Context: an optimization exercise on an open-source flow, tuned for small area, a short achievable clock period and few clock cycles. The choices shown serve that exercise and are no tape-out recipe.
The RTL was checked by simulation tests, not by an equivalence proof against the original design.

## old
==> flow/design.v <==
package sa_pkg;
    typedef enum logic [1:0] {
        IDLE  = 2'd0,
        FEED  = 2'd1,
        FLUSH = 2'd2,
        DRAIN = 2'd3
    } sa_state_t;
    localparam int DEF_WIDTH = 8;
    localparam int DEF_ACC   = 32;
    localparam int DEF_N     = 4;
    localparam int DEF_KW    = 16;
endpackage
module sa_pe_clr (
    input  logic        clk,
    input  logic        job_go,
    input  logic        v,
    input  logic        init_lo15,
    input  logic [14:0] init_hi,
    input  logic [7:0]  a,
    input  logic [3:0]  neg,
    input  logic [3:0]  one,
    input  logic [3:0]  two,
    output logic [30:0] acc
);
    logic        first;         
    logic [15:0] lo;
    logic [14:0] hi;
    logic        cy;
    logic [15:0] lo_m;
    logic        nv;
    logic [3:0]  ns;
    logic [7:0]  pp0, pp1, pp2, pp3;
    logic [8:0]  ax;
    logic [16:0] x, y, t;
    logic s1, c2, s3, c4, s5, c6, s7, c8, s9, c10, s11, c12, s13, c14, s15, c16, s17, c18, s19, c20, s21, c22, s23, c24, s25, c26, s27, c28, s29, c30, s31, c32, s33, c34, s35, c36, s37, c38, s39, c40, s41, c42, s43, c44, s45, c46, s47, c48, s49, c50, s51, c52, s53, c54, s55, c56, s57, c58, s59, c60, s61, c62, s63, c64, s65, c66, s67, c68, s69, c70, s71, c72, s73, c74, s75, c76, s77, c78, s79, c80;
    assign ax = {a, 1'b0};
    assign nv = ~v;
    assign lo_m = first ? {init_lo15, 15'd0} : lo;
    for (genvar m = 0; m < 8; m++) begin : g_pp
        assign pp0[m] = ((one[0] & ax[m+1]) | (two[0] & ax[m])) ^ neg[0];
        assign pp1[m] = ((one[1] & ax[m+1]) | (two[1] & ax[m])) ^ neg[1];
        assign pp2[m] = ((one[2] & ax[m+1]) | (two[2] & ax[m])) ^ neg[2];
        assign pp3[m] = ((one[3] & ax[m+1]) | (two[3] & ax[m])) ^ neg[3];
    end
    for (genvar k = 0; k < 4; k++) begin : g_ns
        assign ns[k] = ~(((one[k] | two[k]) & a[7]) ^ neg[k]);
    end
    assign s1 = pp0[4] ^ pp1[2];
    assign c2 = pp0[4] & pp1[2];
    assign s3 = pp0[5] ^ pp1[3];
    assign c4 = pp0[5] & pp1[3];
    assign s5 = pp0[6] ^ pp1[4] ^ pp2[2];
    assign c6 = (pp0[6] & pp1[4]) | (pp0[6] & pp2[2]) | (pp1[4] & pp2[2]);
    assign s7 = pp3[0] ^ neg[3];
    assign c8 = pp3[0] & neg[3];
    assign s9 = pp0[7] ^ pp1[5] ^ pp2[3];
    assign c10 = (pp0[7] & pp1[5]) | (pp0[7] & pp2[3]) | (pp1[5] & pp2[3]);
    assign s11 = pp3[1] ^ lo_m[7];
    assign c12 = pp3[1] & lo_m[7];
    assign s13 = ns[0] ^ pp1[6] ^ pp2[4];
    assign c14 = (ns[0] & pp1[6]) | (ns[0] & pp2[4]) | (pp1[6] & pp2[4]);
    assign s15 = pp3[2] ^ lo_m[8] ^ 1'b1;
    assign c16 = (pp3[2] & lo_m[8]) | (pp3[2] & 1'b1) | (lo_m[8] & 1'b1);
    assign s17 = pp1[7] ^ pp2[5] ^ pp3[3];
    assign c18 = (pp1[7] & pp2[5]) | (pp1[7] & pp3[3]) | (pp2[5] & pp3[3]);
    assign s19 = lo_m[9] ^ 1'b1;
    assign c20 = lo_m[9] & 1'b1;
    assign s21 = ns[1] ^ pp2[6] ^ pp3[4];
    assign c22 = (ns[1] & pp2[6]) | (ns[1] & pp3[4]) | (pp2[6] & pp3[4]);
    assign s23 = pp2[7] ^ pp3[5];
    assign c24 = pp2[7] & pp3[5];
    assign s25 = pp0[2] ^ pp1[0];
    assign c26 = pp0[2] & pp1[0];
    assign s27 = pp0[3] ^ pp1[1];
    assign c28 = pp0[3] & pp1[1];
    assign s29 = pp2[0] ^ neg[2] ^ lo_m[4];
    assign c30 = (pp2[0] & neg[2]) | (pp2[0] & lo_m[4]) | (neg[2] & lo_m[4]);
    assign s31 = c2 ^ pp2[1] ^ lo_m[5];
    assign c32 = (c2 & pp2[1]) | (c2 & lo_m[5]) | (pp2[1] & lo_m[5]);
    assign s33 = c4 ^ lo_m[6] ^ s5;
    assign c34 = (c4 & lo_m[6]) | (c4 & s5) | (lo_m[6] & s5);
    assign s35 = c6 ^ c8 ^ s9;
    assign c36 = (c6 & c8) | (c6 & s9) | (c8 & s9);
    assign s37 = c10 ^ c12 ^ s13;
    assign c38 = (c10 & c12) | (c10 & s13) | (c12 & s13);
    assign s39 = c14 ^ c16 ^ s17;
    assign c40 = (c14 & c16) | (c14 & s17) | (c16 & s17);
    assign s41 = c18 ^ c20 ^ lo_m[10];
    assign c42 = (c18 & c20) | (c18 & lo_m[10]) | (c20 & lo_m[10]);
    assign s43 = c22 ^ lo_m[11] ^ 1'b1;
    assign c44 = (c22 & lo_m[11]) | (c22 & 1'b1) | (lo_m[11] & 1'b1);
    assign s45 = c24 ^ ns[2] ^ pp3[6];
    assign c46 = (c24 & ns[2]) | (c24 & pp3[6]) | (ns[2] & pp3[6]);
    assign s47 = pp3[7] ^ lo_m[13];
    assign c48 = pp3[7] & lo_m[13];
    assign s49 = pp0[0] ^ neg[0];
    assign c50 = pp0[0] & neg[0];
    assign s51 = pp0[1] ^ lo_m[1];
    assign c52 = pp0[1] & lo_m[1];
    assign s53 = neg[1] ^ lo_m[2] ^ s25;
    assign c54 = (neg[1] & lo_m[2]) | (neg[1] & s25) | (lo_m[2] & s25);
    assign s55 = c26 ^ lo_m[3] ^ s27;
    assign c56 = (c26 & lo_m[3]) | (c26 & s27) | (lo_m[3] & s27);
    assign s57 = c28 ^ s1 ^ s29;
    assign c58 = (c28 & s1) | (c28 & s29) | (s1 & s29);
    assign s59 = c30 ^ s3 ^ s31;
    assign c60 = (c30 & s3) | (c30 & s31) | (s3 & s31);
    assign s61 = c32 ^ s7 ^ s33;
    assign c62 = (c32 & s7) | (c32 & s33) | (s7 & s33);
    assign s63 = c34 ^ s11 ^ s35;
    assign c64 = (c34 & s11) | (c34 & s35) | (s11 & s35);
    assign s65 = c36 ^ s15 ^ s37;
    assign c66 = (c36 & s15) | (c36 & s37) | (s15 & s37);
    assign s67 = c38 ^ s19 ^ s39;
    assign c68 = (c38 & s19) | (c38 & s39) | (s19 & s39);
    assign s69 = c40 ^ s21 ^ s41;
    assign c70 = (c40 & s21) | (c40 & s41) | (s21 & s41);
    assign s71 = c42 ^ s23 ^ s43;
    assign c72 = (c42 & s23) | (c42 & s43) | (s23 & s43);
    assign s73 = c44 ^ lo_m[12] ^ s45;
    assign c74 = (c44 & lo_m[12]) | (c44 & s45) | (lo_m[12] & s45);
    assign s75 = c46 ^ 1'b1 ^ s47;
    assign c76 = (c46 & 1'b1) | (c46 & s47) | (1'b1 & s47);
    assign s77 = c48 ^ ns[3] ^ lo_m[14];
    assign c78 = (c48 & ns[3]) | (c48 & lo_m[14]) | (ns[3] & lo_m[14]);
    assign s79 = lo_m[15] ^ nv;
    assign c80 = lo_m[15] & nv;
    assign x = {c80, c78, c76, c74, c72, c70, c68, c66, c64, c62, c60, c58, c56, c54, c52, c50, lo_m[0]};
    assign y = {nv, s79, s77, s75, s73, s71, s69, s67, s65, s63, s61, s59, s57, s55, s53, s51, s49};
    assign t = x + y;
    always_ff @(posedge clk) begin
        first <= job_go | (first & ~v);
        lo <= t[15:0];
        cy <= t[16];
        hi <= first ? init_hi : hi + {14'd0, cy};
    end
    assign acc = {hi, lo};
endmodule
module sa_tile (
    input  logic          clk,
    input  logic          rst_n,
    input  logic          start,
    input  logic [15:0]   k_len,
    input  logic          in_valid,
    output logic          in_ready,
    input  logic [31:0]   a_in,
    input  logic [31:0]   b_in,
    output logic          out_valid,
    input  logic          out_ready,
    output logic [1:0]    out_row,
    output logic [127:0]  out_data,
    output logic          busy,
    output logic          done
);
    logic        feed, wait1, wait2, drain;
    logic [15:0] rem;           
    logic        rem_is1;       
    logic        v0;            
    logic [3:0]  row_oh;
    logic [3:0]  sel [4];       
    logic [15:0] rem_m1;
    logic        fire, job_go, last_take;
    assign fire      = feed & in_valid;
    assign job_go    = ~busy & start & (k_len != 16'd0);
    assign last_take = drain & out_ready & row_oh[3];
    always_ff @(posedge clk or negedge rst_n) begin
        if (!rst_n) begin
            feed    <= 1'b0;
            wait1   <= 1'b0;
            wait2   <= 1'b0;
            drain   <= 1'b0;
            busy    <= 1'b0;
            done    <= 1'b0;
            rem     <= 16'd0;
            rem_is1 <= 1'b0;
            v0      <= 1'b0;
            row_oh  <= 4'b0001;
            out_row <= 2'd0;
        end else begin
            done   <= last_take;
            v0     <= fire;
            wait1  <= fire & rem_is1;
            wait2  <= wait1;
            if (job_go) begin
                feed    <= 1'b1;
                busy    <= 1'b1;
                rem     <= k_len;
                rem_is1 <= (k_len == 16'd1);
            end else if (fire) begin
                rem     <= rem_m1;
                rem_is1 <= (rem_m1 == 16'd1);
                if (rem_is1) feed <= 1'b0;
            end
            if (wait2) drain <= 1'b1;
            if (drain & out_ready) begin
                row_oh  <= {row_oh[2:0], row_oh[3]};
                out_row <= out_row + 2'd1;
                if (row_oh[3]) begin
                    drain <= 1'b0;
                    busy  <= 1'b0;
                end
            end
        end
    end
    assign rem_m1    = rem - 16'd1;
    always_ff @(posedge clk) begin
        for (int j = 0; j < 4; j++) begin
            if (job_go)                  sel[j] <= 4'b0001;
            else if (drain & out_ready)  sel[j] <= {sel[j][2:0], sel[j][3]};
        end
    end
    assign in_ready  = feed;
    assign out_valid = drain;
    logic [15:0] k_reg, nk;
    always_ff @(posedge clk) begin
        if (job_go) k_reg <= k_len;
    end
    assign nk = 16'd0 - k_reg;
    logic [31:0] a_r;
    logic [3:0]  neg_r [4];
    logic [3:0]  one_r [4];
    logic [3:0]  two_r [4];
    always_ff @(posedge clk) begin
        a_r <= fire ? a_in : 32'd0;
        for (int j = 0; j < 4; j++) begin
            for (int k = 0; k < 4; k++) begin
                logic b2, b1, b0;
                b2 = b_in[8*j + 2*k + 1];
                b1 = b_in[8*j + 2*k];
                b0 = (k == 0) ? 1'b0 : b_in[8*j + 2*k - 1];
                neg_r[j][k] <= b2;
                one_r[j][k] <= b1 ^ b0;
                two_r[j][k] <= (b2 & ~b1 & ~b0) | (~b2 & b1 & b0);
            end
        end
    end
    logic [30:0] acc [4][4];
    for (genvar i = 0; i < 4; i++) begin : g_row
        for (genvar j = 0; j < 4; j++) begin : g_col
            sa_pe_clr u_pe (
                .clk       (clk),
                .job_go    (job_go),
                .v         (v0),
                .init_lo15 (nk[0]),
                .init_hi   (nk[15:1]),
                .a         (a_r[8*i +: 8]),
                .neg       (neg_r[j]),
                .one       (one_r[j]),
                .two       (two_r[j]),
                .acc       (acc[i][j])
            );
        end
    end
    always_comb begin
        for (int j = 0; j < 4; j++) begin
            logic [30:0] r;
            r = ({31{sel[j][0]}} & acc[0][j]) |
                ({31{sel[j][1]}} & acc[1][j]) |
                ({31{sel[j][2]}} & acc[2][j]) |
                ({31{sel[j][3]}} & acc[3][j]);
            out_data[32*j +: 32] = {r[30], r};
        end
    end
endmodule
export LEC_CHECK = 0
export CAP_MARGIN = 20
export CORE_MARGIN = 2
export CORE_UTILIZATION = 60
export CTS_CLUSTER_DIAMETER = 80
export CTS_CLUSTER_SIZE = 24
export PLACE_DENSITY = 0.68
export SETUP_SLACK_MARGIN = 4.7
export SLEW_MARGIN = 20
create_clock -name core_clock -period 9.0 [get_ports {clk}]
standard.sh (not shown) runs the stock make flow with config.mk's settings and CLKGATE_MAP_FILE= SYNTH_SCRIPT=/design/flow/synth_recipe.tcl, a recipe that flattens the netlist after the stock synthesis.
==> flow/flow/run.sh <==
#!/bin/bash
# Standard layout, with plain buffers (buf_2) as the port buffers instead of
# the resizer's default pick. make's full output goes to flow_make.log.
set -euo pipefail
bash standard.sh "BUFFER_PORTS_ARGS=-buffer_cell sky130_fd_sc_hd__buf_2" finish > flow_make.log 2>&1
Testbench counts of old, summed over its fixed seeds: cycles 17,359.
[inputs] new vs old
diff --git a/flow/design.v b/flow/design.v
--- a/flow/design.v
+++ b/flow/design.v
@@ -155,15 +155,14 @@
     logic        feed, wait1, wait2, drain;
     logic [15:0] rem;           
     logic        rem_is1;       
     logic        v0;            
-    logic [3:0]  row_oh;
     logic [3:0]  sel [4];       
     logic [15:0] rem_m1;
     logic        fire, job_go, last_take;
     assign fire      = feed & in_valid;
     assign job_go    = ~busy & start & (k_len != 16'd0);
-    assign last_take = drain & out_ready & row_oh[3];
+    assign last_take = drain & out_ready & (out_row == 2'd3);
     always_ff @(posedge clk or negedge rst_n) begin
         if (!rst_n) begin
             feed    <= 1'b0;
             wait1   <= 1'b0;
@@ -173,9 +172,8 @@
             done    <= 1'b0;
             rem     <= 16'd0;
             rem_is1 <= 1'b0;
             v0      <= 1'b0;
-            row_oh  <= 4'b0001;
             out_row <= 2'd0;
         end else begin
             done   <= last_take;
             v0     <= fire;
@@ -192,11 +190,10 @@
                 if (rem_is1) feed <= 1'b0;
             end
             if (wait2) drain <= 1'b1;
             if (drain & out_ready) begin
-                row_oh  <= {row_oh[2:0], row_oh[3]};
                 out_row <= out_row + 2'd1;
-                if (row_oh[3]) begin
+                if (out_row == 2'd3) begin
                     drain <= 1'b0;
                     busy  <= 1'b0;
                 end
             end
@@ -210,13 +207,10 @@
         end
     end
     assign in_ready  = feed;
     assign out_valid = drain;
-    logic [15:0] k_reg, nk;
-    always_ff @(posedge clk) begin
-        if (job_go) k_reg <= k_len;
-    end
-    assign nk = 16'd0 - k_reg;
+    logic [15:0] nk;
+    assign nk = ~rem;
     logic [31:0] a_r;
     logic [3:0]  neg_r [4];
     logic [3:0]  one_r [4];
     logic [3:0]  two_r [4];
Notes after the runs:
new vs old — fraction of the mapped netlist area in compound gates rose 0.36 points.
Delta (new minus old): initial antenna violation count has increased; total wire length after detailed routing saw an increase; non-clock buffer count has increased; arrival time reported for the critical path endpoint went up by 60 ps; synthesis-to-layout area growth went up by 3.6 points.
Going from old to new, die boundary width shrank slightly.
Finished layout cell area: new vs old up about 1.5%
Fraction of the cycle the final worst path needs for new: 1.1 points up relative to old
Re sequential cell count: new and old aren't equal, and the lower value belongs to new.
Relative to old, count of vias placed by the detailed router has gone up in new.
xnor2_1 as the most common library cell in the layout ignoring fill and taps was reported by new, and a22oi_1 by old.
Delta(height of the die, new - old) < 0
Testbench counts of new, summed over its fixed seeds: cycles 17,359.

Starts from the design.v that is shown in full above.
export LEC_CHECK = 0
export CAP_MARGIN = 10
export CORE_MARGIN = 2
export CORE_UTILIZATION = 60
export CTS_CLUSTER_DIAMETER = 80
export CTS_CLUSTER_SIZE = 24
export PLACE_DENSITY = 0.68
export SETUP_SLACK_MARGIN = 4.7
export SLEW_MARGIN = 10
create_clock -name core_clock -period 9.0 [get_ports {clk}]
Scripts as last shown in full above: flow/flow/run.sh
Testbench counts at the start, summed over its fixed seeds: cycles 17,359.
Change:
--- a/flow/design.v
+++ b/flow/design.v
@@ -154,17 +154,16 @@
 );
     logic        feed, wait1, wait2, drain;
     logic [15:0] rem;           
     logic        rem_is1;       
     logic        v0;            
-    logic [3:0]  row_oh;
     logic [3:0]  sel [4];       
     logic [15:0] rem_m1;
     logic        fire, job_go, last_take;
     assign fire      = feed & in_valid;
     assign job_go    = ~busy & start & (k_len != 16'd0);
-    assign last_take = drain & out_ready & row_oh[3];
+    assign last_take = drain & out_ready & (out_row == 2'd3);
     always_ff @(posedge clk or negedge rst_n) begin
         if (!rst_n) begin
             feed    <= 1'b0;
             wait1   <= 1'b0;
             wait2   <= 1'b0;
@@ -172,11 +171,10 @@
             busy    <= 1'b0;
             done    <= 1'b0;
             rem     <= 16'd0;
             rem_is1 <= 1'b0;
             v0      <= 1'b0;
-            row_oh  <= 4'b0001;
             out_row <= 2'd0;
         end else begin
             done   <= last_take;
             v0     <= fire;
             wait1  <= fire & rem_is1;
@@ -191,13 +189,12 @@
                 rem_is1 <= (rem_m1 == 16'd1);
                 if (rem_is1) feed <= 1'b0;
             end
             if (wait2) drain <= 1'b1;
             if (drain & out_ready) begin
-                row_oh  <= {row_oh[2:0], row_oh[3]};
                 out_row <= out_row + 2'd1;
-                if (row_oh[3]) begin
+                if (out_row == 2'd3) begin
                     drain <= 1'b0;
                     busy  <= 1'b0;
                 end
             end
         end
@@ -209,15 +206,12 @@
             else if (drain & out_ready)  sel[j] <= {sel[j][2:0], sel[j][3]};
         end
     end
     assign in_ready  = feed;
     assign out_valid = drain;
-    logic [15:0] k_reg, nk;
-    always_ff @(posedge clk) begin
-        if (job_go) k_reg <= k_len;
-    end
-    assign nk = 16'd0 - k_reg;
+    logic [15:0] nk;
+    assign nk = ~rem;
     logic [31:0] a_r;
     logic [3:0]  neg_r [4];
     logic [3:0]  one_r [4];
     logic [3:0]  two_r [4];
     always_ff @(posedge clk) begin
Outcome:
- first-iteration DRC count climbs by about a fifth
- die area drops slightly
- routed wire length climbs by a little under a tenth
- sequential share of layout area drops by 1.1 points
- global-route usage climbs by 3.0 points
- fmax drops by a few percent
Testbench counts after the change, summed over its fixed seeds: cycles 17,359.

## separate check: timing with driven ports
The results above use ideal ports. As a check the final layouts listed here were re-extracted and re-timed, cells and wires unchanged.
Step 1: set_driving_cell puts a clkbuf_16 on clk and a buf_2 on each other input, an assumption about the parent block.
Step 2 moves the port delays by t, midway between the first and last clock arrival at a register: inputs arrive t later, outputs are due t later. That takes back most of the time a late clock gives input paths.
Three values: ideal, step 1, step 2; two values: the first two.
run	shift t [ns]	slack for setup (ns)	latest minus earliest clock arrival (ns)
old	0.764	4.797 / 4.749 / 4.797	0.042 / 0.041
new	0.763	4.699 / 4.684 / 4.699	0.038 / 0.038
the first run of note 2	0.744	4.809 / 4.774 / 4.809	0.041 / 0.041
the second run of note 2	0.763	4.699 / 4.684 / 4.699	0.038 / 0.038
After both steps every run listed still meets setup and hold.
